Context: an optimization exercise on an open-source flow, tuned for small area. The choices shown serve that exercise and are no tape-out recipe.
Only simulation tests tie the RTL to the original design; equivalence was not proved.
No driver is modelled on the clock port, so clocking that relies on it looks cheaper here than on a real chip.
Power and IR drop assume default switching activity.

## flow/design.v

```verilog
`default_nettype none
module mac_unit (
  input  wire [31:0] a,        
  input  wire [7:0]  y,        
  input  wire        yb,       
  input  wire [3:0]  dead,     
  input  wire [31:0] base,     
  input  wire [2:0]  ci,       
  output wire [31:0] sum,
  output wire [2:0]  co        
);
  wire [8:0] yy = {y, yb};
  wire one0 = yy[1] ^ yy[0];
  wire two0 = (yy[2] & ~yy[1] & ~yy[0]) | (~yy[2] & yy[1] & yy[0]);
  wire neg0 = yy[2];
  wire one0_0 = one0;
  wire two0_0 = two0;
  wire neg0_0 = neg0;
  wire one0_1 = one0 & ~dead[1];
  wire two0_1 = two0 & ~dead[1];
  wire neg0_1 = neg0 & ~dead[1];
  wire one0_2 = one0 & ~dead[2];
  wire two0_2 = two0 & ~dead[2];
  wire neg0_2 = neg0 & ~dead[2];
  wire one0_3 = one0 & ~dead[3];
  wire two0_3 = two0 & ~dead[3];
  wire neg0_3 = neg0 & ~dead[3];
  wire pp0_0;
  mac_bsel u_pp0_0 (.a0(a[0]), .a1(1'b0), .one(one0_0), .two(two0_0), .neg(neg0_0), .pp(pp0_0));
  wire pp0_1;
  mac_bsel u_pp0_1 (.a0(a[1]), .a1(a[0]), .one(one0_0), .two(two0_0), .neg(neg0_0), .pp(pp0_1));
  wire pp0_2;
  mac_bsel u_pp0_2 (.a0(a[2]), .a1(a[1]), .one(one0_0), .two(two0_0), .neg(neg0_0), .pp(pp0_2));
  wire pp0_3;
  mac_bsel u_pp0_3 (.a0(a[3]), .a1(a[2]), .one(one0_0), .two(two0_0), .neg(neg0_0), .pp(pp0_3));
  wire pp0_4;
  mac_bsel u_pp0_4 (.a0(a[4]), .a1(a[3]), .one(one0_0), .two(two0_0), .neg(neg0_0), .pp(pp0_4));
  wire pp0_5;
  mac_bsel u_pp0_5 (.a0(a[5]), .a1(a[4]), .one(one0_0), .two(two0_0), .neg(neg0_0), .pp(pp0_5));
  wire pp0_6;
  mac_bsel u_pp0_6 (.a0(a[6]), .a1(a[5]), .one(one0_0), .two(two0_0), .neg(neg0_0), .pp(pp0_6));
  wire pp0_7;
  mac_bsel u_pp0_7 (.a0(a[7]), .a1(a[6]), .one(one0_0), .two(two0_0), .neg(neg0_0), .pp(pp0_7));
  wire pp0_8;
  mac_bsel u_pp0_8 (.a0(a[8]), .a1(a[7]), .one(one0_1), .two(two0_1), .neg(neg0_1), .pp(pp0_8));
  wire pp0_9;
  mac_bsel u_pp0_9 (.a0(a[9]), .a1(a[8]), .one(one0_1), .two(two0_1), .neg(neg0_1), .pp(pp0_9));
  wire pp0_10;
  mac_bsel u_pp0_10 (.a0(a[10]), .a1(a[9]), .one(one0_1), .two(two0_1), .neg(neg0_1), .pp(pp0_10));
  wire pp0_11;
  mac_bsel u_pp0_11 (.a0(a[11]), .a1(a[10]), .one(one0_1), .two(two0_1), .neg(neg0_1), .pp(pp0_11));
  wire pp0_12;
  mac_bsel u_pp0_12 (.a0(a[12]), .a1(a[11]), .one(one0_1), .two(two0_1), .neg(neg0_1), .pp(pp0_12));
  wire pp0_13;
  mac_bsel u_pp0_13 (.a0(a[13]), .a1(a[12]), .one(one0_1), .two(two0_1), .neg(neg0_1), .pp(pp0_13));
  wire pp0_14;
  mac_bsel u_pp0_14 (.a0(a[14]), .a1(a[13]), .one(one0_1), .two(two0_1), .neg(neg0_1), .pp(pp0_14));
  wire pp0_15;
  mac_bsel u_pp0_15 (.a0(a[15]), .a1(a[14]), .one(one0_1), .two(two0_1), .neg(neg0_1), .pp(pp0_15));
  wire pp0_16;
  mac_bsel u_pp0_16 (.a0(a[16]), .a1(a[15]), .one(one0_2), .two(two0_2), .neg(neg0_2), .pp(pp0_16));
  wire pp0_17;
  mac_bsel u_pp0_17 (.a0(a[17]), .a1(a[16]), .one(one0_2), .two(two0_2), .neg(neg0_2), .pp(pp0_17));
  wire pp0_18;
  mac_bsel u_pp0_18 (.a0(a[18]), .a1(a[17]), .one(one0_2), .two(two0_2), .neg(neg0_2), .pp(pp0_18));
  wire pp0_19;
  mac_bsel u_pp0_19 (.a0(a[19]), .a1(a[18]), .one(one0_2), .two(two0_2), .neg(neg0_2), .pp(pp0_19));
  wire pp0_20;
  mac_bsel u_pp0_20 (.a0(a[20]), .a1(a[19]), .one(one0_2), .two(two0_2), .neg(neg0_2), .pp(pp0_20));
  wire pp0_21;
  mac_bsel u_pp0_21 (.a0(a[21]), .a1(a[20]), .one(one0_2), .two(two0_2), .neg(neg0_2), .pp(pp0_21));
  wire pp0_22;
  mac_bsel u_pp0_22 (.a0(a[22]), .a1(a[21]), .one(one0_2), .two(two0_2), .neg(neg0_2), .pp(pp0_22));
  wire pp0_23;
  mac_bsel u_pp0_23 (.a0(a[23]), .a1(a[22]), .one(one0_2), .two(two0_2), .neg(neg0_2), .pp(pp0_23));
  wire pp0_24;
  mac_bsel u_pp0_24 (.a0(a[24]), .a1(a[23]), .one(one0_3), .two(two0_3), .neg(neg0_3), .pp(pp0_24));
  wire pp0_25;
  mac_bsel u_pp0_25 (.a0(a[25]), .a1(a[24]), .one(one0_3), .two(two0_3), .neg(neg0_3), .pp(pp0_25));
  wire pp0_26;
  mac_bsel u_pp0_26 (.a0(a[26]), .a1(a[25]), .one(one0_3), .two(two0_3), .neg(neg0_3), .pp(pp0_26));
  wire pp0_27;
  mac_bsel u_pp0_27 (.a0(a[27]), .a1(a[26]), .one(one0_3), .two(two0_3), .neg(neg0_3), .pp(pp0_27));
  wire pp0_28;
  mac_bsel u_pp0_28 (.a0(a[28]), .a1(a[27]), .one(one0_3), .two(two0_3), .neg(neg0_3), .pp(pp0_28));
  wire pp0_29;
  mac_bsel u_pp0_29 (.a0(a[29]), .a1(a[28]), .one(one0_3), .two(two0_3), .neg(neg0_3), .pp(pp0_29));
  wire pp0_30;
  mac_bsel u_pp0_30 (.a0(a[30]), .a1(a[29]), .one(one0_3), .two(two0_3), .neg(neg0_3), .pp(pp0_30));
  wire pp0_31;
  mac_bsel u_pp0_31 (.a0(a[31]), .a1(a[30]), .one(one0_3), .two(two0_3), .neg(neg0_3), .pp(pp0_31));
  wire one1 = yy[3] ^ yy[2];
  wire two1 = (yy[4] & ~yy[3] & ~yy[2]) | (~yy[4] & yy[3] & yy[2]);
  wire neg1 = yy[4];
  wire one1_0 = one1;
  wire two1_0 = two1;
  wire neg1_0 = neg1;
  wire one1_1 = one1 & ~dead[1];
  wire two1_1 = two1 & ~dead[1];
  wire neg1_1 = neg1 & ~dead[1];
  wire one1_2 = one1 & ~dead[2];
  wire two1_2 = two1 & ~dead[2];
  wire neg1_2 = neg1 & ~dead[2];
  wire one1_3 = one1 & ~dead[3];
  wire two1_3 = two1 & ~dead[3];
  wire neg1_3 = neg1 & ~dead[3];
  wire pp1_2;
  mac_bsel u_pp1_2 (.a0(a[0]), .a1(1'b0), .one(one1_0), .two(two1_0), .neg(neg1_0), .pp(pp1_2));
  wire pp1_3;
  mac_bsel u_pp1_3 (.a0(a[1]), .a1(a[0]), .one(one1_0), .two(two1_0), .neg(neg1_0), .pp(pp1_3));
  wire pp1_4;
  mac_bsel u_pp1_4 (.a0(a[2]), .a1(a[1]), .one(one1_0), .two(two1_0), .neg(neg1_0), .pp(pp1_4));
  wire pp1_5;
  mac_bsel u_pp1_5 (.a0(a[3]), .a1(a[2]), .one(one1_0), .two(two1_0), .neg(neg1_0), .pp(pp1_5));
  wire pp1_6;
  mac_bsel u_pp1_6 (.a0(a[4]), .a1(a[3]), .one(one1_0), .two(two1_0), .neg(neg1_0), .pp(pp1_6));
  wire pp1_7;
  mac_bsel u_pp1_7 (.a0(a[5]), .a1(a[4]), .one(one1_0), .two(two1_0), .neg(neg1_0), .pp(pp1_7));
  wire pp1_8;
  mac_bsel u_pp1_8 (.a0(a[6]), .a1(a[5]), .one(one1_1), .two(two1_1), .neg(neg1_1), .pp(pp1_8));
  wire pp1_9;
  mac_bsel u_pp1_9 (.a0(a[7]), .a1(a[6]), .one(one1_1), .two(two1_1), .neg(neg1_1), .pp(pp1_9));
  wire pp1_10;
  mac_bsel u_pp1_10 (.a0(a[8]), .a1(a[7]), .one(one1_1), .two(two1_1), .neg(neg1_1), .pp(pp1_10));
  wire pp1_11;
  mac_bsel u_pp1_11 (.a0(a[9]), .a1(a[8]), .one(one1_1), .two(two1_1), .neg(neg1_1), .pp(pp1_11));
  wire pp1_12;
  mac_bsel u_pp1_12 (.a0(a[10]), .a1(a[9]), .one(one1_1), .two(two1_1), .neg(neg1_1), .pp(pp1_12));
  wire pp1_13;
  mac_bsel u_pp1_13 (.a0(a[11]), .a1(a[10]), .one(one1_1), .two(two1_1), .neg(neg1_1), .pp(pp1_13));
  wire pp1_14;
  mac_bsel u_pp1_14 (.a0(a[12]), .a1(a[11]), .one(one1_1), .two(two1_1), .neg(neg1_1), .pp(pp1_14));
  wire pp1_15;
  mac_bsel u_pp1_15 (.a0(a[13]), .a1(a[12]), .one(one1_1), .two(two1_1), .neg(neg1_1), .pp(pp1_15));
  wire pp1_16;
  mac_bsel u_pp1_16 (.a0(a[14]), .a1(a[13]), .one(one1_2), .two(two1_2), .neg(neg1_2), .pp(pp1_16));
  wire pp1_17;
  mac_bsel u_pp1_17 (.a0(a[15]), .a1(a[14]), .one(one1_2), .two(two1_2), .neg(neg1_2), .pp(pp1_17));
  wire pp1_18;
  mac_bsel u_pp1_18 (.a0(a[16]), .a1(a[15]), .one(one1_2), .two(two1_2), .neg(neg1_2), .pp(pp1_18));
  wire pp1_19;
  mac_bsel u_pp1_19 (.a0(a[17]), .a1(a[16]), .one(one1_2), .two(two1_2), .neg(neg1_2), .pp(pp1_19));
  wire pp1_20;
  mac_bsel u_pp1_20 (.a0(a[18]), .a1(a[17]), .one(one1_2), .two(two1_2), .neg(neg1_2), .pp(pp1_20));
  wire pp1_21;
  mac_bsel u_pp1_21 (.a0(a[19]), .a1(a[18]), .one(one1_2), .two(two1_2), .neg(neg1_2), .pp(pp1_21));
  wire pp1_22;
  mac_bsel u_pp1_22 (.a0(a[20]), .a1(a[19]), .one(one1_2), .two(two1_2), .neg(neg1_2), .pp(pp1_22));
  wire pp1_23;
  mac_bsel u_pp1_23 (.a0(a[21]), .a1(a[20]), .one(one1_2), .two(two1_2), .neg(neg1_2), .pp(pp1_23));
  wire pp1_24;
  mac_bsel u_pp1_24 (.a0(a[22]), .a1(a[21]), .one(one1_3), .two(two1_3), .neg(neg1_3), .pp(pp1_24));
  wire pp1_25;
  mac_bsel u_pp1_25 (.a0(a[23]), .a1(a[22]), .one(one1_3), .two(two1_3), .neg(neg1_3), .pp(pp1_25));
  wire pp1_26;
  mac_bsel u_pp1_26 (.a0(a[24]), .a1(a[23]), .one(one1_3), .two(two1_3), .neg(neg1_3), .pp(pp1_26));
  wire pp1_27;
  mac_bsel u_pp1_27 (.a0(a[25]), .a1(a[24]), .one(one1_3), .two(two1_3), .neg(neg1_3), .pp(pp1_27));
  wire pp1_28;
  mac_bsel u_pp1_28 (.a0(a[26]), .a1(a[25]), .one(one1_3), .two(two1_3), .neg(neg1_3), .pp(pp1_28));
  wire pp1_29;
  mac_bsel u_pp1_29 (.a0(a[27]), .a1(a[26]), .one(one1_3), .two(two1_3), .neg(neg1_3), .pp(pp1_29));
  wire pp1_30;
  mac_bsel u_pp1_30 (.a0(a[28]), .a1(a[27]), .one(one1_3), .two(two1_3), .neg(neg1_3), .pp(pp1_30));
  wire pp1_31;
  mac_bsel u_pp1_31 (.a0(a[29]), .a1(a[28]), .one(one1_3), .two(two1_3), .neg(neg1_3), .pp(pp1_31));
  wire one2 = yy[5] ^ yy[4];
  wire two2 = (yy[6] & ~yy[5] & ~yy[4]) | (~yy[6] & yy[5] & yy[4]);
  wire neg2 = yy[6];
  wire one2_0 = one2;
  wire two2_0 = two2;
  wire neg2_0 = neg2;
  wire one2_1 = one2 & ~dead[1];
  wire two2_1 = two2 & ~dead[1];
  wire neg2_1 = neg2 & ~dead[1];
  wire one2_2 = one2 & ~dead[2];
  wire two2_2 = two2 & ~dead[2];
  wire neg2_2 = neg2 & ~dead[2];
  wire one2_3 = one2 & ~dead[3];
  wire two2_3 = two2 & ~dead[3];
  wire neg2_3 = neg2 & ~dead[3];
  wire pp2_4;
  mac_bsel u_pp2_4 (.a0(a[0]), .a1(1'b0), .one(one2_0), .two(two2_0), .neg(neg2_0), .pp(pp2_4));
  wire pp2_5;
  mac_bsel u_pp2_5 (.a0(a[1]), .a1(a[0]), .one(one2_0), .two(two2_0), .neg(neg2_0), .pp(pp2_5));
  wire pp2_6;
  mac_bsel u_pp2_6 (.a0(a[2]), .a1(a[1]), .one(one2_0), .two(two2_0), .neg(neg2_0), .pp(pp2_6));
  wire pp2_7;
  mac_bsel u_pp2_7 (.a0(a[3]), .a1(a[2]), .one(one2_0), .two(two2_0), .neg(neg2_0), .pp(pp2_7));
  wire pp2_8;
  mac_bsel u_pp2_8 (.a0(a[4]), .a1(a[3]), .one(one2_1), .two(two2_1), .neg(neg2_1), .pp(pp2_8));
  wire pp2_9;
  mac_bsel u_pp2_9 (.a0(a[5]), .a1(a[4]), .one(one2_1), .two(two2_1), .neg(neg2_1), .pp(pp2_9));
  wire pp2_10;
  mac_bsel u_pp2_10 (.a0(a[6]), .a1(a[5]), .one(one2_1), .two(two2_1), .neg(neg2_1), .pp(pp2_10));
  wire pp2_11;
  mac_bsel u_pp2_11 (.a0(a[7]), .a1(a[6]), .one(one2_1), .two(two2_1), .neg(neg2_1), .pp(pp2_11));
  wire pp2_12;
  mac_bsel u_pp2_12 (.a0(a[8]), .a1(a[7]), .one(one2_1), .two(two2_1), .neg(neg2_1), .pp(pp2_12));
  wire pp2_13;
  mac_bsel u_pp2_13 (.a0(a[9]), .a1(a[8]), .one(one2_1), .two(two2_1), .neg(neg2_1), .pp(pp2_13));
  wire pp2_14;
  mac_bsel u_pp2_14 (.a0(a[10]), .a1(a[9]), .one(one2_1), .two(two2_1), .neg(neg2_1), .pp(pp2_14));
  wire pp2_15;
  mac_bsel u_pp2_15 (.a0(a[11]), .a1(a[10]), .one(one2_1), .two(two2_1), .neg(neg2_1), .pp(pp2_15));
  wire pp2_16;
  mac_bsel u_pp2_16 (.a0(a[12]), .a1(a[11]), .one(one2_2), .two(two2_2), .neg(neg2_2), .pp(pp2_16));
  wire pp2_17;
  mac_bsel u_pp2_17 (.a0(a[13]), .a1(a[12]), .one(one2_2), .two(two2_2), .neg(neg2_2), .pp(pp2_17));
  wire pp2_18;
  mac_bsel u_pp2_18 (.a0(a[14]), .a1(a[13]), .one(one2_2), .two(two2_2), .neg(neg2_2), .pp(pp2_18));
  wire pp2_19;
  mac_bsel u_pp2_19 (.a0(a[15]), .a1(a[14]), .one(one2_2), .two(two2_2), .neg(neg2_2), .pp(pp2_19));
  wire pp2_20;
  mac_bsel u_pp2_20 (.a0(a[16]), .a1(a[15]), .one(one2_2), .two(two2_2), .neg(neg2_2), .pp(pp2_20));
  wire pp2_21;
  mac_bsel u_pp2_21 (.a0(a[17]), .a1(a[16]), .one(one2_2), .two(two2_2), .neg(neg2_2), .pp(pp2_21));
  wire pp2_22;
  mac_bsel u_pp2_22 (.a0(a[18]), .a1(a[17]), .one(one2_2), .two(two2_2), .neg(neg2_2), .pp(pp2_22));
  wire pp2_23;
  mac_bsel u_pp2_23 (.a0(a[19]), .a1(a[18]), .one(one2_2), .two(two2_2), .neg(neg2_2), .pp(pp2_23));
  wire pp2_24;
  mac_bsel u_pp2_24 (.a0(a[20]), .a1(a[19]), .one(one2_3), .two(two2_3), .neg(neg2_3), .pp(pp2_24));
  wire pp2_25;
  mac_bsel u_pp2_25 (.a0(a[21]), .a1(a[20]), .one(one2_3), .two(two2_3), .neg(neg2_3), .pp(pp2_25));
  wire pp2_26;
  mac_bsel u_pp2_26 (.a0(a[22]), .a1(a[21]), .one(one2_3), .two(two2_3), .neg(neg2_3), .pp(pp2_26));
  wire pp2_27;
  mac_bsel u_pp2_27 (.a0(a[23]), .a1(a[22]), .one(one2_3), .two(two2_3), .neg(neg2_3), .pp(pp2_27));
  wire pp2_28;
  mac_bsel u_pp2_28 (.a0(a[24]), .a1(a[23]), .one(one2_3), .two(two2_3), .neg(neg2_3), .pp(pp2_28));
  wire pp2_29;
  mac_bsel u_pp2_29 (.a0(a[25]), .a1(a[24]), .one(one2_3), .two(two2_3), .neg(neg2_3), .pp(pp2_29));
  wire pp2_30;
  mac_bsel u_pp2_30 (.a0(a[26]), .a1(a[25]), .one(one2_3), .two(two2_3), .neg(neg2_3), .pp(pp2_30));
  wire pp2_31;
  mac_bsel u_pp2_31 (.a0(a[27]), .a1(a[26]), .one(one2_3), .two(two2_3), .neg(neg2_3), .pp(pp2_31));
  wire one3 = yy[7] ^ yy[6];
  wire two3 = (yy[8] & ~yy[7] & ~yy[6]) | (~yy[8] & yy[7] & yy[6]);
  wire neg3 = yy[8];
  wire one3_0 = one3;
  wire two3_0 = two3;
  wire neg3_0 = neg3;
  wire one3_1 = one3 & ~dead[1];
  wire two3_1 = two3 & ~dead[1];
  wire neg3_1 = neg3 & ~dead[1];
  wire one3_2 = one3 & ~dead[2];
  wire two3_2 = two3 & ~dead[2];
  wire neg3_2 = neg3 & ~dead[2];
  wire one3_3 = one3 & ~dead[3];
  wire two3_3 = two3 & ~dead[3];
  wire neg3_3 = neg3 & ~dead[3];
  wire pp3_6;
  mac_bsel u_pp3_6 (.a0(a[0]), .a1(1'b0), .one(one3_0), .two(two3_0), .neg(neg3_0), .pp(pp3_6));
  wire pp3_7;
  mac_bsel u_pp3_7 (.a0(a[1]), .a1(a[0]), .one(one3_0), .two(two3_0), .neg(neg3_0), .pp(pp3_7));
  wire pp3_8;
  mac_bsel u_pp3_8 (.a0(a[2]), .a1(a[1]), .one(one3_1), .two(two3_1), .neg(neg3_1), .pp(pp3_8));
  wire pp3_9;
  mac_bsel u_pp3_9 (.a0(a[3]), .a1(a[2]), .one(one3_1), .two(two3_1), .neg(neg3_1), .pp(pp3_9));
  wire pp3_10;
  mac_bsel u_pp3_10 (.a0(a[4]), .a1(a[3]), .one(one3_1), .two(two3_1), .neg(neg3_1), .pp(pp3_10));
  wire pp3_11;
  mac_bsel u_pp3_11 (.a0(a[5]), .a1(a[4]), .one(one3_1), .two(two3_1), .neg(neg3_1), .pp(pp3_11));
  wire pp3_12;
  mac_bsel u_pp3_12 (.a0(a[6]), .a1(a[5]), .one(one3_1), .two(two3_1), .neg(neg3_1), .pp(pp3_12));
  wire pp3_13;
  mac_bsel u_pp3_13 (.a0(a[7]), .a1(a[6]), .one(one3_1), .two(two3_1), .neg(neg3_1), .pp(pp3_13));
  wire pp3_14;
  mac_bsel u_pp3_14 (.a0(a[8]), .a1(a[7]), .one(one3_1), .two(two3_1), .neg(neg3_1), .pp(pp3_14));
  wire pp3_15;
  mac_bsel u_pp3_15 (.a0(a[9]), .a1(a[8]), .one(one3_1), .two(two3_1), .neg(neg3_1), .pp(pp3_15));
  wire pp3_16;
  mac_bsel u_pp3_16 (.a0(a[10]), .a1(a[9]), .one(one3_2), .two(two3_2), .neg(neg3_2), .pp(pp3_16));
  wire pp3_17;
  mac_bsel u_pp3_17 (.a0(a[11]), .a1(a[10]), .one(one3_2), .two(two3_2), .neg(neg3_2), .pp(pp3_17));
  wire pp3_18;
  mac_bsel u_pp3_18 (.a0(a[12]), .a1(a[11]), .one(one3_2), .two(two3_2), .neg(neg3_2), .pp(pp3_18));
  wire pp3_19;
  mac_bsel u_pp3_19 (.a0(a[13]), .a1(a[12]), .one(one3_2), .two(two3_2), .neg(neg3_2), .pp(pp3_19));
  wire pp3_20;
  mac_bsel u_pp3_20 (.a0(a[14]), .a1(a[13]), .one(one3_2), .two(two3_2), .neg(neg3_2), .pp(pp3_20));
  wire pp3_21;
  mac_bsel u_pp3_21 (.a0(a[15]), .a1(a[14]), .one(one3_2), .two(two3_2), .neg(neg3_2), .pp(pp3_21));
  wire pp3_22;
  mac_bsel u_pp3_22 (.a0(a[16]), .a1(a[15]), .one(one3_2), .two(two3_2), .neg(neg3_2), .pp(pp3_22));
  wire pp3_23;
  mac_bsel u_pp3_23 (.a0(a[17]), .a1(a[16]), .one(one3_2), .two(two3_2), .neg(neg3_2), .pp(pp3_23));
  wire pp3_24;
  mac_bsel u_pp3_24 (.a0(a[18]), .a1(a[17]), .one(one3_3), .two(two3_3), .neg(neg3_3), .pp(pp3_24));
  wire pp3_25;
  mac_bsel u_pp3_25 (.a0(a[19]), .a1(a[18]), .one(one3_3), .two(two3_3), .neg(neg3_3), .pp(pp3_25));
  wire pp3_26;
  mac_bsel u_pp3_26 (.a0(a[20]), .a1(a[19]), .one(one3_3), .two(two3_3), .neg(neg3_3), .pp(pp3_26));
  wire pp3_27;
  mac_bsel u_pp3_27 (.a0(a[21]), .a1(a[20]), .one(one3_3), .two(two3_3), .neg(neg3_3), .pp(pp3_27));
  wire pp3_28;
  mac_bsel u_pp3_28 (.a0(a[22]), .a1(a[21]), .one(one3_3), .two(two3_3), .neg(neg3_3), .pp(pp3_28));
  wire pp3_29;
  mac_bsel u_pp3_29 (.a0(a[23]), .a1(a[22]), .one(one3_3), .two(two3_3), .neg(neg3_3), .pp(pp3_29));
  wire pp3_30;
  mac_bsel u_pp3_30 (.a0(a[24]), .a1(a[23]), .one(one3_3), .two(two3_3), .neg(neg3_3), .pp(pp3_30));
  wire pp3_31;
  mac_bsel u_pp3_31 (.a0(a[25]), .a1(a[24]), .one(one3_3), .two(two3_3), .neg(neg3_3), .pp(pp3_31));
  wire s1, c2;
  mac_fa u_s1 (.x(base[0]), .y(pp0_0), .z(neg0), .s(s1), .c(c2));
  wire s3, c4;
  mac_ha u_s3 (.x(ci[0]), .y(s1), .s(s3), .c(c4));
  wire s5, c6;
  mac_fa u_s5 (.x(base[1]), .y(pp0_1), .z(c2), .s(s5), .c(c6));
  wire s7, c8;
  mac_ha u_s7 (.x(c4), .y(s5), .s(s7), .c(c8));
  wire s9, c10;
  mac_fa u_s9 (.x(base[2]), .y(pp0_2), .z(pp1_2), .s(s9), .c(c10));
  wire s11, c12;
  mac_fa u_s11 (.x(neg1), .y(s9), .z(c6), .s(s11), .c(c12));
  wire s13, c14;
  mac_ha u_s13 (.x(c8), .y(s11), .s(s13), .c(c14));
  wire s15, c16;
  mac_fa u_s15 (.x(base[3]), .y(pp0_3), .z(pp1_3), .s(s15), .c(c16));
  wire s17, c18;
  mac_fa u_s17 (.x(c10), .y(s15), .z(c12), .s(s17), .c(c18));
  wire s19, c20;
  mac_ha u_s19 (.x(c14), .y(s17), .s(s19), .c(c20));
  wire s21, c22;
  mac_fa u_s21 (.x(base[4]), .y(pp0_4), .z(pp1_4), .s(s21), .c(c22));
  wire s23, c24;
  mac_fa u_s23 (.x(pp2_4), .y(neg2), .z(c16), .s(s23), .c(c24));
  wire s25, c26;
  mac_fa u_s25 (.x(s21), .y(s23), .z(c18), .s(s25), .c(c26));
  wire s27, c28;
  mac_ha u_s27 (.x(c20), .y(s25), .s(s27), .c(c28));
  wire s29, c30;
  mac_fa u_s29 (.x(base[5]), .y(pp0_5), .z(pp1_5), .s(s29), .c(c30));
  wire s31, c32;
  mac_fa u_s31 (.x(pp2_5), .y(c22), .z(s29), .s(s31), .c(c32));
  wire s33, c34;
  mac_fa u_s33 (.x(c24), .y(s31), .z(c26), .s(s33), .c(c34));
  wire s35, c36;
  mac_ha u_s35 (.x(c28), .y(s33), .s(s35), .c(c36));
  wire s37, c38;
  mac_fa u_s37 (.x(base[6]), .y(pp0_6), .z(pp1_6), .s(s37), .c(c38));
  wire s39, c40;
  mac_fa u_s39 (.x(pp2_6), .y(pp3_6), .z(neg3), .s(s39), .c(c40));
  wire s41, c42;
  mac_fa u_s41 (.x(c30), .y(s37), .z(s39), .s(s41), .c(c42));
  wire s43, c44;
  mac_fa u_s43 (.x(c32), .y(s41), .z(c34), .s(s43), .c(c44));
  wire s45, c46;
  mac_ha u_s45 (.x(c36), .y(s43), .s(s45), .c(c46));
  wire s47, c48;
  mac_fa u_s47 (.x(base[7]), .y(pp0_7), .z(pp1_7), .s(s47), .c(c48));
  wire s49, c50;
  mac_fa u_s49 (.x(pp2_7), .y(pp3_7), .z(ci[1]), .s(s49), .c(c50));
  wire k51 = c48 & ~dead[1];
  wire s52, c53;
  mac_fa u_s52 (.x(c38), .y(c40), .z(s47), .s(s52), .c(c53));
  wire k54 = c50 & ~dead[1];
  wire s55, c56;
  mac_fa u_s55 (.x(s49), .y(c42), .z(s52), .s(s55), .c(c56));
  wire k57 = c53 & ~dead[1];
  wire s58, c59;
  mac_fa u_s58 (.x(s55), .y(c44), .z(c46), .s(s58), .c(c59));
  wire k60 = c56 & ~dead[1];
  wire s61, c62;
  mac_fa u_s61 (.x(base[8]), .y(pp0_8), .z(pp1_8), .s(s61), .c(c62));
  wire s63, c64;
  mac_fa u_s63 (.x(pp2_8), .y(pp3_8), .z(k51), .s(s63), .c(c64));
  wire s65, c66;
  mac_fa u_s65 (.x(k54), .y(k57), .z(k60), .s(s65), .c(c66));
  wire s67, c68;
  mac_fa u_s67 (.x(s61), .y(s63), .z(s65), .s(s67), .c(c68));
  wire s69, c70;
  mac_fa u_s69 (.x(base[9]), .y(pp0_9), .z(pp1_9), .s(s69), .c(c70));
  wire s71, c72;
  mac_fa u_s71 (.x(pp2_9), .y(pp3_9), .z(c62), .s(s71), .c(c72));
  wire s73, c74;
  mac_fa u_s73 (.x(c64), .y(c66), .z(s69), .s(s73), .c(c74));
  wire s75, c76;
  mac_fa u_s75 (.x(c68), .y(s71), .z(s73), .s(s75), .c(c76));
  wire s77, c78;
  mac_fa u_s77 (.x(base[10]), .y(pp0_10), .z(pp1_10), .s(s77), .c(c78));
  wire s79, c80;
  mac_fa u_s79 (.x(pp2_10), .y(pp3_10), .z(c70), .s(s79), .c(c80));
  wire s81, c82;
  mac_fa u_s81 (.x(s77), .y(c72), .z(c74), .s(s81), .c(c82));
  wire s83, c84;
  mac_fa u_s83 (.x(s79), .y(c76), .z(s81), .s(s83), .c(c84));
  wire s85, c86;
  mac_fa u_s85 (.x(base[11]), .y(pp0_11), .z(pp1_11), .s(s85), .c(c86));
  wire s87, c88;
  mac_fa u_s87 (.x(pp2_11), .y(pp3_11), .z(c78), .s(s87), .c(c88));
  wire s89, c90;
  mac_fa u_s89 (.x(s85), .y(c80), .z(s87), .s(s89), .c(c90));
  wire s91, c92;
  mac_fa u_s91 (.x(c82), .y(s89), .z(c84), .s(s91), .c(c92));
  wire s93, c94;
  mac_fa u_s93 (.x(base[12]), .y(pp0_12), .z(pp1_12), .s(s93), .c(c94));
  wire s95, c96;
  mac_fa u_s95 (.x(pp2_12), .y(pp3_12), .z(c86), .s(s95), .c(c96));
  wire s97, c98;
  mac_fa u_s97 (.x(s93), .y(c88), .z(s95), .s(s97), .c(c98));
  wire s99, c100;
  mac_fa u_s99 (.x(c90), .y(s97), .z(c92), .s(s99), .c(c100));
  wire s101, c102;
  mac_fa u_s101 (.x(base[13]), .y(pp0_13), .z(pp1_13), .s(s101), .c(c102));
  wire s103, c104;
  mac_fa u_s103 (.x(pp2_13), .y(pp3_13), .z(c94), .s(s103), .c(c104));
  wire s105, c106;
  mac_fa u_s105 (.x(s101), .y(c96), .z(s103), .s(s105), .c(c106));
  wire s107, c108;
  mac_fa u_s107 (.x(c98), .y(s105), .z(c100), .s(s107), .c(c108));
  wire s109, c110;
  mac_fa u_s109 (.x(base[14]), .y(pp0_14), .z(pp1_14), .s(s109), .c(c110));
  wire s111, c112;
  mac_fa u_s111 (.x(pp2_14), .y(pp3_14), .z(c102), .s(s111), .c(c112));
  wire s113, c114;
  mac_fa u_s113 (.x(s109), .y(c104), .z(s111), .s(s113), .c(c114));
  wire s115, c116;
  mac_fa u_s115 (.x(c106), .y(s113), .z(c108), .s(s115), .c(c116));
  wire s117, c118;
  mac_fa u_s117 (.x(base[15]), .y(pp0_15), .z(pp1_15), .s(s117), .c(c118));
  wire s119, c120;
  mac_fa u_s119 (.x(pp2_15), .y(pp3_15), .z(ci[2]), .s(s119), .c(c120));
  wire k121 = c118 & ~dead[2];
  wire s122, c123;
  mac_fa u_s122 (.x(c110), .y(s117), .z(s119), .s(s122), .c(c123));
  wire k124 = c120 & ~dead[2];
  wire s125, c126;
  mac_fa u_s125 (.x(c112), .y(s122), .z(c114), .s(s125), .c(c126));
  wire k127 = c123 & ~dead[2];
  wire k128 = c126 & ~dead[2];
  wire s129, c130;
  mac_fa u_s129 (.x(base[16]), .y(pp0_16), .z(pp1_16), .s(s129), .c(c130));
  wire s131, c132;
  mac_fa u_s131 (.x(pp2_16), .y(pp3_16), .z(k121), .s(s131), .c(c132));
  wire s133, c134;
  mac_fa u_s133 (.x(k124), .y(k127), .z(k128), .s(s133), .c(c134));
  wire s135, c136;
  mac_fa u_s135 (.x(s129), .y(s131), .z(s133), .s(s135), .c(c136));
  wire s137, c138;
  mac_fa u_s137 (.x(base[17]), .y(pp0_17), .z(pp1_17), .s(s137), .c(c138));
  wire s139, c140;
  mac_fa u_s139 (.x(pp2_17), .y(pp3_17), .z(c130), .s(s139), .c(c140));
  wire s141, c142;
  mac_fa u_s141 (.x(c132), .y(c134), .z(s137), .s(s141), .c(c142));
  wire s143, c144;
  mac_fa u_s143 (.x(c136), .y(s139), .z(s141), .s(s143), .c(c144));
  wire s145, c146;
  mac_fa u_s145 (.x(base[18]), .y(pp0_18), .z(pp1_18), .s(s145), .c(c146));
  wire s147, c148;
  mac_fa u_s147 (.x(pp2_18), .y(pp3_18), .z(c138), .s(s147), .c(c148));
  wire s149, c150;
  mac_fa u_s149 (.x(s145), .y(c140), .z(c142), .s(s149), .c(c150));
  wire s151, c152;
  mac_fa u_s151 (.x(s147), .y(c144), .z(s149), .s(s151), .c(c152));
  wire s153, c154;
  mac_fa u_s153 (.x(base[19]), .y(pp0_19), .z(pp1_19), .s(s153), .c(c154));
  wire s155, c156;
  mac_fa u_s155 (.x(pp2_19), .y(pp3_19), .z(c146), .s(s155), .c(c156));
  wire s157, c158;
  mac_fa u_s157 (.x(s153), .y(c148), .z(s155), .s(s157), .c(c158));
  wire s159, c160;
  mac_fa u_s159 (.x(c150), .y(s157), .z(c152), .s(s159), .c(c160));
  wire s161, c162;
  mac_fa u_s161 (.x(base[20]), .y(pp0_20), .z(pp1_20), .s(s161), .c(c162));
  wire s163, c164;
  mac_fa u_s163 (.x(pp2_20), .y(pp3_20), .z(c154), .s(s163), .c(c164));
  wire s165, c166;
  mac_fa u_s165 (.x(s161), .y(c156), .z(s163), .s(s165), .c(c166));
  wire s167, c168;
  mac_fa u_s167 (.x(c158), .y(s165), .z(c160), .s(s167), .c(c168));
  wire s169, c170;
  mac_fa u_s169 (.x(base[21]), .y(pp0_21), .z(pp1_21), .s(s169), .c(c170));
  wire s171, c172;
  mac_fa u_s171 (.x(pp2_21), .y(pp3_21), .z(c162), .s(s171), .c(c172));
  wire s173, c174;
  mac_fa u_s173 (.x(s169), .y(c164), .z(s171), .s(s173), .c(c174));
  wire s175, c176;
  mac_fa u_s175 (.x(c166), .y(s173), .z(c168), .s(s175), .c(c176));
  wire s177, c178;
  mac_fa u_s177 (.x(base[22]), .y(pp0_22), .z(pp1_22), .s(s177), .c(c178));
  wire s179, c180;
  mac_fa u_s179 (.x(pp2_22), .y(pp3_22), .z(c170), .s(s179), .c(c180));
  wire s181, c182;
  mac_fa u_s181 (.x(s177), .y(c172), .z(s179), .s(s181), .c(c182));
  wire s183, c184;
  mac_fa u_s183 (.x(c174), .y(s181), .z(c176), .s(s183), .c(c184));
  wire s185, c186;
  mac_fa u_s185 (.x(base[23]), .y(pp0_23), .z(pp1_23), .s(s185), .c(c186));
  wire s187, c188;
  mac_fa u_s187 (.x(pp2_23), .y(pp3_23), .z(c178), .s(s187), .c(c188));
  wire k189 = c186 & ~dead[3];
  wire s190, c191;
  mac_fa u_s190 (.x(s185), .y(c180), .z(s187), .s(s190), .c(c191));
  wire k192 = c188 & ~dead[3];
  wire s193, c194;
  mac_ha u_s193 (.x(c182), .y(s190), .s(s193), .c(c194));
  wire k195 = c191 & ~dead[3];
  wire k196 = c194 & ~dead[3];
  wire s197, c198;
  mac_fa u_s197 (.x(base[24]), .y(pp0_24), .z(pp1_24), .s(s197), .c(c198));
  wire s199, c200;
  mac_fa u_s199 (.x(pp2_24), .y(pp3_24), .z(k189), .s(s199), .c(c200));
  wire s201, c202;
  mac_fa u_s201 (.x(k192), .y(k195), .z(k196), .s(s201), .c(c202));
  wire s203, c204;
  mac_fa u_s203 (.x(s197), .y(s199), .z(s201), .s(s203), .c(c204));
  wire s205, c206;
  mac_fa u_s205 (.x(base[25]), .y(pp0_25), .z(pp1_25), .s(s205), .c(c206));
  wire s207, c208;
  mac_fa u_s207 (.x(pp2_25), .y(pp3_25), .z(c198), .s(s207), .c(c208));
  wire s209, c210;
  mac_fa u_s209 (.x(c200), .y(c202), .z(s205), .s(s209), .c(c210));
  wire s211, c212;
  mac_fa u_s211 (.x(c204), .y(s207), .z(s209), .s(s211), .c(c212));
  wire s213, c214;
  mac_fa u_s213 (.x(base[26]), .y(pp0_26), .z(pp1_26), .s(s213), .c(c214));
  wire s215, c216;
  mac_fa u_s215 (.x(pp2_26), .y(pp3_26), .z(c206), .s(s215), .c(c216));
  wire s217, c218;
  mac_fa u_s217 (.x(s213), .y(c208), .z(c210), .s(s217), .c(c218));
  wire s219, c220;
  mac_fa u_s219 (.x(s215), .y(c212), .z(s217), .s(s219), .c(c220));
  wire s221, c222;
  mac_fa u_s221 (.x(base[27]), .y(pp0_27), .z(pp1_27), .s(s221), .c(c222));
  wire s223, c224;
  mac_fa u_s223 (.x(pp2_27), .y(pp3_27), .z(c214), .s(s223), .c(c224));
  wire s225, c226;
  mac_fa u_s225 (.x(s221), .y(c216), .z(s223), .s(s225), .c(c226));
  wire s227, c228;
  mac_fa u_s227 (.x(c218), .y(s225), .z(c220), .s(s227), .c(c228));
  wire s229, c230;
  mac_fa u_s229 (.x(base[28]), .y(pp0_28), .z(pp1_28), .s(s229), .c(c230));
  wire s231, c232;
  mac_fa u_s231 (.x(pp2_28), .y(pp3_28), .z(c222), .s(s231), .c(c232));
  wire s233, c234;
  mac_fa u_s233 (.x(s229), .y(c224), .z(s231), .s(s233), .c(c234));
  wire s235, c236;
  mac_fa u_s235 (.x(c226), .y(s233), .z(c228), .s(s235), .c(c236));
  wire s237, c238;
  mac_fa u_s237 (.x(base[29]), .y(pp0_29), .z(pp1_29), .s(s237), .c(c238));
  wire s239, c240;
  mac_fa u_s239 (.x(pp2_29), .y(pp3_29), .z(c230), .s(s239), .c(c240));
  wire s241, c242;
  mac_fa u_s241 (.x(s237), .y(c232), .z(s239), .s(s241), .c(c242));
  wire s243, c244;
  mac_fa u_s243 (.x(c234), .y(s241), .z(c236), .s(s243), .c(c244));
  wire s245, c246;
  mac_fa u_s245 (.x(base[30]), .y(pp0_30), .z(pp1_30), .s(s245), .c(c246));
  wire s247, c248;
  mac_fa u_s247 (.x(pp2_30), .y(pp3_30), .z(c238), .s(s247), .c(c248));
  wire s249, c250;
  mac_fa u_s249 (.x(s245), .y(c240), .z(s247), .s(s249), .c(c250));
  wire s251, c252;
  mac_fa u_s251 (.x(c242), .y(s249), .z(c244), .s(s251), .c(c252));
  wire s253 = base[31] ^ pp0_31;
  wire s254 = pp1_31 ^ pp2_31;
  wire s255 = pp3_31 ^ c246;
  wire s256 = s253 ^ s254;
  wire s257 = c248 ^ s255;
  wire s258 = s256 ^ c250;
  wire s259 = s257 ^ s258;
  wire s260 = s259 ^ c252;
  assign sum = {s260, s251, s243, s235, s227, s219, s211, s203, s193, s183, s175, s167, s159, s151, s143, s135, s125, s115, s107, s99, s91, s83, s75, s67, s58, s45, s35, s27, s19, s13, s7, s3};
  assign co = {c184, c116, c59};
endmodule
module mac_fa (
  input  wire x, y, z,
  output wire s, c
);
  assign s = x ^ y ^ z;
  assign c = (x & y) | (x & z) | (y & z);
endmodule
module mac_ha (
  input  wire x, y,
  output wire s, c
);
  assign s = x ^ y;
  assign c = x & y;
endmodule
module mac_bsel (
  input  wire a0, a1, one, two, neg,
  output wire pp
);
  wire sel;
  mac_ao u_ao (.a0(a0), .a1(a1), .one(one), .two(two), .sel(sel));
  assign pp = sel ^ neg;
endmodule
module mac_ao (
  input  wire a0, a1, one, two,
  output wire sel
);
  assign sel = (a0 & one) | (a1 & two);
endmodule
`default_nettype wire
`timescale 1ns/1ps
`default_nettype none
module matmul_top #(
  parameter int DATA_W = 32,
  parameter int ADDR_W = 12
) (
  input  logic              clk,
  input  logic              reset_n,
  input  logic              dut_valid,
  output logic              dut_ready,
  output logic [ADDR_W-1:0] input_read_address,
  input  logic [DATA_W-1:0] input_read_data,
  output logic [ADDR_W-1:0] weight_read_address,
  input  logic [DATA_W-1:0] weight_read_data,
  output logic              result_write_enable,
  output logic [ADDR_W-1:0] result_write_address,
  output logic [DATA_W-1:0] result_write_data
);
  localparam logic [1:0] S_IDLE = 2'd0, S_DIMS = 2'd1, S_RUN = 2'd2, S_FIN = 2'd3;
  logic [1:0]        state;
  logic [1:0]        ph;         
  logic              kend_q;     
  logic              wr_arm;     
  logic [ADDR_W-1:0] a_addr;
  logic [ADDR_W-1:0] b_addr;
  logic [ADDR_W-1:0] k_cnt;      
  logic [ADDR_W-1:0] nm1;        
  logic [ADDR_W-1:0] np;         
  logic [ADDR_W-1:0] m_rem;      
  logic [ADDR_W-1:0] c_addr;
  logic              k_end, j_end, i_end, adv, restart, start, step, dims0;
  logic [ADDR_W-1:0] k_dec;
  logic [7:0]        y;
  logic              yb;
  logic [3:0]        dead;
  logic [DATA_W-1:0] base;
  logic              clr;        
  logic [2:0]        cq;         
  logic [2:0]        ci;
  logic [2:0]        co;
  logic [DATA_W-1:0] acc;        
  logic [DATA_W-1:0] sum;
  assign dut_ready            = (state == S_IDLE);
  assign input_read_address   = a_addr;
  assign weight_read_address  = b_addr;
  assign result_write_address = c_addr;
  assign result_write_data    = acc;
  assign result_write_enable  = state[1] && wr_arm && kend_q && (ph == 2'd0);
  assign y    = weight_read_data[8*ph +: 8];
  assign yb   = (ph == 2'd0) ? 1'b0 : weight_read_data[8*ph - 1];
  assign dead = {ph != 2'd0, ph[1], ph == 2'd3, 1'b0};
  assign clr  = kend_q && (ph == 2'd0);
  assign base = clr ? '0 : acc;
  assign ci   = cq & ~{dead[1], 2'b00} & ~{3{ph == 2'd0}};
  mac_unit mac0 (
    .a      (input_read_data),
    .y      (y),
    .yb     (yb),
    .dead   (dead),
    .base   (base),
    .ci     (ci),
    .sum    (sum),
    .co     (co)
  );
  always_ff @(posedge clk)
  begin
    acc <= {sum[7:0], sum[DATA_W-1:8]};
    cq  <= co;
  end
  assign k_end   = (k_cnt == '0) || (state == S_DIMS);
  assign j_end   = (b_addr == np) || (state == S_DIMS);
  assign i_end   = (m_rem == '0);
  assign adv     = (ph == 2'd2);
  assign restart = k_end && !j_end;
  assign start   = (state == S_IDLE) && dut_valid;
  assign step    = adv && (state == S_DIMS || state == S_RUN);
  assign dims0   = (state == S_DIMS && ph == 2'd0);
  assign k_dec   = k_cnt - (step || (state == S_DIMS && ph == 2'd1));
  always_ff @(posedge clk)
  begin
    if (!reset_n)
    begin
      state <= S_IDLE;
    end
    else
    begin
      ph <= ph + 1'b1;
      if (start)
      begin
        state  <= S_DIMS;
        ph     <= 2'd3;
        kend_q <= 1'b1;
        wr_arm <= 1'b0;
      end
      if (state == S_FIN && ph == 2'd0)
        state <= S_IDLE;
      if (state == S_DIMS && ph == 2'd1)
        nm1 <= k_dec;   
      if (step)
      begin
        wr_arm <= (state == S_RUN);
        kend_q <= k_end;
        if (k_end && j_end && i_end)
          state <= S_FIN;
        if (state == S_DIMS)
        begin
          state <= S_RUN;
          np    <= acc[16 +: ADDR_W];   
        end
      end
    end
  end
  always_ff @(posedge clk)
  begin
    a_addr <= start ? '0 : a_addr + ((step && restart) ? ~nm1 : '0) + step;
    b_addr <= start ? '0 : (step && k_end && j_end) ? ADDR_W'(1) : b_addr + step;
    c_addr <= start ? '0 : c_addr + result_write_enable;
    k_cnt  <= (step && k_end) ? nm1 : dims0 ? input_read_data[ADDR_W-1:0] : k_dec;
    m_rem  <= dims0 ? input_read_data[16 +: ADDR_W] : m_rem - (step && k_end && j_end);
  end
endmodule
`default_nettype wire
```

## flow/flow/run.sh

```bash
#!/bin/bash
# The standard layout, with the port buffers made from the smallest buffer
# cell instead of the one buffer_ports picks by itself, and small clock
# buffers (fix_clk.tcl sizes up the leaves that drive many flip-flops).
set -euo pipefail
export BUFFER_PORTS_ARGS="-buffer_cell sky130_fd_sc_hd__buf_1"
export REMOVE_ABC_BUFFERS=1
export CTS_ARGS="-sink_clustering_enable -repair_clock_nets -root_buf sky130_fd_sc_hd__clkbuf_8 -buf_list sky130_fd_sc_hd__clkbuf_4 -dont_use_dummy_load"
export POST_CTS_TCL="$PWD/flow/fix_clk.tcl"
bash standard.sh > standard.log 2>&1
```

## flow/flow/fix_clk.tcl

```tcl
# After CTS: a leaf clock buffer with many flip-flops gets the next size up,
# to keep the slew at their clock pins low.
set block [ord::get_db_block]
set n_up 0
foreach inst [$block getInsts] {
  if { [[$inst getMaster] getName] ne "sky130_fd_sc_hd__clkbuf_4" } { continue }
  set net [[$inst findITerm X] getNet]
  if { $net eq "NULL" } { continue }
  set fanout [expr { [llength [$net getITerms]] - 1 }]
  if { $fanout >= 8 } {
    replace_cell [get_cells [$inst getName]] [get_lib_cells sky130_fd_sc_hd__clkbuf_8]
    incr n_up
  }
}
puts "fix_clk: $n_up leaf clock buffers sized up"
if { $n_up > 0 } {
  detailed_placement
  check_placement -verbose
  estimate_parasitics -placement
}
```

## flow/standard.sh

```bash
#!/bin/bash
# synth_recipe.tcl (not shown) runs the flow's synth.tcl, then flattens the netlist and writes it again
# the make line also repeats each setting of config.mk as NAME=value (left out here)
make -C /OpenROAD-flow-scripts/flow DESIGN_CONFIG=/design/flow/config.mk WORK_HOME=/design/flow/orfs CLKGATE_MAP_FILE= SYNTH_SCRIPT=/design/flow/synth_recipe.tcl "${@:-finish}"
```

## flow/config.mk

```make
export PLATFORM = sky130hd
export DESIGN_NAME = matmul_top
export DESIGN_NICKNAME = matmul_top
export VERILOG_FILES = /design/flow/design.v
export SDC_FILE = /design/flow/constraint.sdc
export NUM_CORES = 4
export LEC_CHECK = 0
export CAP_MARGIN = 20
export CORE_MARGIN = 2
export CORE_UTILIZATION = 70
export CTS_BUF_LIST = sky130_fd_sc_hd__clkbuf_4 sky130_fd_sc_hd__clkbuf_8
export GPL_TIMING_DRIVEN = 0
export SLEW_MARGIN = 20
export SYNTH_HIERARCHICAL = 1
export SYNTH_MINIMUM_KEEP_SIZE = 0
```

## flow/constraint.sdc

```tcl
create_clock -name core_clock -period 10.0 [get_ports {clk}]
set_input_delay 2.0000 -clock core_clock [delete_from_list [all_inputs] [get_ports {clk}]]
set_output_delay 2.0000 -clock core_clock [all_outputs]
set_load 0.01 [all_outputs]
```

==> run summary <==
[report_power, final]
group / leakage (nW) / internal [mW] / switching (mW)
Sequential: 1.06 / 0.721 / 0.109
Combinational: 3.88 / 1.04 / 1.23
Clock: 0.102 / 0.117 / 0.170
Total: 5.04 / 1.88 / 1.51
[sequential cells by signal, summed over array words and instances, names as in the netlist]
register and count:
c_addr 12, nm1 12, ph 2, k_cnt 12, state 2, np 12
cq 3, m_rem 12, wr_arm 1, acc 32, a_addr 12, b_addr 12
kend_q 1
[final cells by class]
class,instances,area share
clock buffer,17,0.0163
tap,188,0.0209
inverter,27,0.00900
multi-input combinational,803,0.659
sequential,125,0.247
timing repair buffer,138,0.0480
[worst paths after layout]
check	from	to	slack [ns]	cells past startpoint
worst min-delay path	acc[26]$_DFF_P_	np[10]$_DFFE_PP_	0.47	0
worst min register to register	acc[26]$_DFF_P_	np[10]$_DFFE_PP_	0.47	0
worst max register to register	ph[0]$_SDFFCE_PP1P_	acc[23]$_DFF_P_	0.58	25
worst max-delay path	weight_read_data[7]	acc[23]$_DFF_P_	0.30	24
[worst reg2reg max path, stage by stage (launching register included)]
cell	delay, ns
edfxtp_1	0.90
inv_1	0.16
ha_1	0.41
inv_1	0.42
and2_1	0.27
nor2_1	0.07
a21oi_1	0.43
nor2_2	0.17
a22o_1	0.23
xor2_1	0.17
fa_1	0.48
fa_1	0.54
fa_1	0.44
ha_1	0.20
nor2b_1	0.14
fa_1	0.48
fa_1	0.52
fa_1	0.45
fa_1	0.46
fa_1	0.43
fa_1	0.43
fa_1	0.42
fa_1	0.44
xnor2_2	0.15
xnor3_1	0.36
xnor2_1	0.19
[cell usage in the layout (no fill, tap or decap), drive strengths merged, types with 2 or more instances in the layout]
| master | instances |
|---|---|
| a211oi | 4 |
| a21o | 2 |
| a21oi | 21 |
| a22o | 116 |
| a31oi | 2 |
| and2 | 37 |
| and3 | 11 |
| and3b | 4 |
| buf | 138 |
| clkbuf | 17 |
| conb | 4 |
| dfxtp | 97 |
| edfxtp | 28 |
| fa | 114 |
| ha | 34 |
| inv | 27 |
| mux2i | 13 |
| mux4 | 9 |
| nand2 | 47 |
| nand2b | 5 |
| nand3 | 11 |
| nand3b | 2 |
| nand4 | 2 |
| nor2 | 98 |
| nor2b | 29 |
| nor3 | 10 |
| nor3b | 3 |
| nor4 | 7 |
| o21ai | 21 |
| o21bai | 2 |
| or2 | 3 |
| xnor2 | 27 |
| xor2 | 153 |
[per-layer routing]
layer | global-route usage | part of all wire | up-vias | wire (um)
met5 | 0 | 0 | - | 0
met4 | 0.101 | 0.023 | 0 | 573
met3 | 0.0653 | 0.067 | 43 | 1670
met2 | 0.509 | 0.48 | 304 | 11900
met1 | 0.454 | 0.43 | 3842 | 10800
li1 | - | - | 3631 | -
==> summary.txt <==
GRT
  • Pin count of the biggest net entering global routing: 39
  • Antenna violations before repair: 0
  • Vias in the first global route: 7625
  • Global Route Usage Sum: 0.322
  • GR Overflow Total: 0
  • First-pass GRT wire length: a little over 40000 um

CTS
  • Clock transition at the registers of the reported paths: 0.08 ns
  • Worst-Skew Late Latency: approximately 0.43 ns
  • # clock sinks: around 130
  • TritonCTS clock tree: done

STA
  • Final Setup Violations: 0
  • Final slew viol count: 0
  • Final period util: 0.970
  • Skew final: around 0.03 ns
  • Setup slack after layout: between 0.3 and 0.4 ns
  • Worst Hold Slack: ~0.47 ns
  • Tmin final: a little under 10 ns
  • Slew HR: 0.285
  • Slew of the pin with the lowest slew margin: 1.07 ns
  • Final Hold Viols: 0
  • Setup TNS: 0 ns
  • RSZ-0062 raised after global routing: no
  • Max Freq: about 100 MHz

Cells and area
  • Multi-input logic area: about 7400 sq um
  • Layout cells sized above 1: 0.0396
  • Finished Layout Cells: about 1300
  • Syn-to-layout area delta: 6.06%
  • Fillers: 1121
  • Final nets: 1327
  • FF+latch area: ~2800 sq um
  • Ant diodes: 0
  • Util after Layout: 0.749
  • Design area: roughly 11000 sq um

Worst setup path
  • Worst path top cell family by delay: adder cells
  • Crit path DAT: about 10 ns
  • Slowest CP cell: fa_1
  • Most frequent CP cell: fa_1
  • Worst-path cell chain: buf_1 > mux4_2 > and2_1 > and3b_1 > a21oi_1 > nor2_2 > a22o_1 > xor2_1 > fa_1 > fa_1 > fa_1 > ha_1 > nor2b_1 > fa_1 > fa_1 > fa_1 > fa_1 > fa_1 > fa_1 > fa_1 > fa_1 > xnor2_2 > xnor3_1 > xnor2_1
  • Peak per-stage delay on the critical path: approximately 0.54 ns
  • Crit path launch type: primary input
  • Crit Path Class: primary input to flip-flop
  • Crit-path max FO: 8
  • Worst path bufs/invs: 1
  • Kind of end point of the critical path: flip-flop
  • CP required: approximately 10 ns

Pwr
  • VDD IR-drop max: approximately 0.30 mV
  • Total Power: between 3 and 4 mW
  • LEAKAGE: about 5.0 nW
  • Power per Cell Area: 301 nW/um^2

Route
  • DRT iter0 DRCs: ~720
  • Antenna-violating nets left: 0
  • Final WL: roughly 25000 um
  • DR WL/cell: 19.2 um
  • # DRC: 0
  • Vias per inst: ~6
  • DR vias: about 8000
  • Router iterations before antenna repair: 5

Synth
  • Synth warn: 7
  • Syn Inst Count: between 1000 and 1500
  • Syn Std Cell Area: 10600 sq um
  • Synthesized area per cell: 10.5 sq um

Flow run
  • Maxcap violations: 0

Floorplanning
  • Initial Util: 0.706
  • Cell Rows: between 40 and 50
  • Die W: approximately 130 um
  • I/O pins: around 140
  • Die Height: ~130 um
  • Core Region: approximately 15000 sq um
  • Die area: approximately 16000 sq um

Placed design
  • Dpl ws: -0.338 ns
  • Cell total after placement: 1280
  • Post-DP HPWL: 19300 um
  • Port bufs: roughly 140
  • Dpl cell area: 11000 sq um
  • RD Place Congestion: roughly 0.87

Hold path
  • Type of the worst min-delay path: flip-flop to flip-flop

Status
  • Status: no timing/DRC/antenna violations

-- port drivers added, routing unchanged --
The flow's constraints put no driver on any port. The routed layout listed below was extracted and timed again, unchanged, in two steps. Step 1 assumes that a clkbuf_16 drives the clock port and a buf_2 every other input. Step 2 also shifts input and output timing later by t, the mid clock arrival at the registers, as if the neighbouring blocks saw the same clock. a / b / c = ideal ports / drivers / drivers and shift; a / b = the first two.
t (ns): 0.457
setup WS [ns]: 0.302 / 0.320 / -0.137
worst data-port slew with drivers (ns): 0.04
Met with ideal ports but missed after step 2: setup timing in this run. The setup slack of this run moves by +0.018 ns with the drivers and by -0.439 ns with both steps.
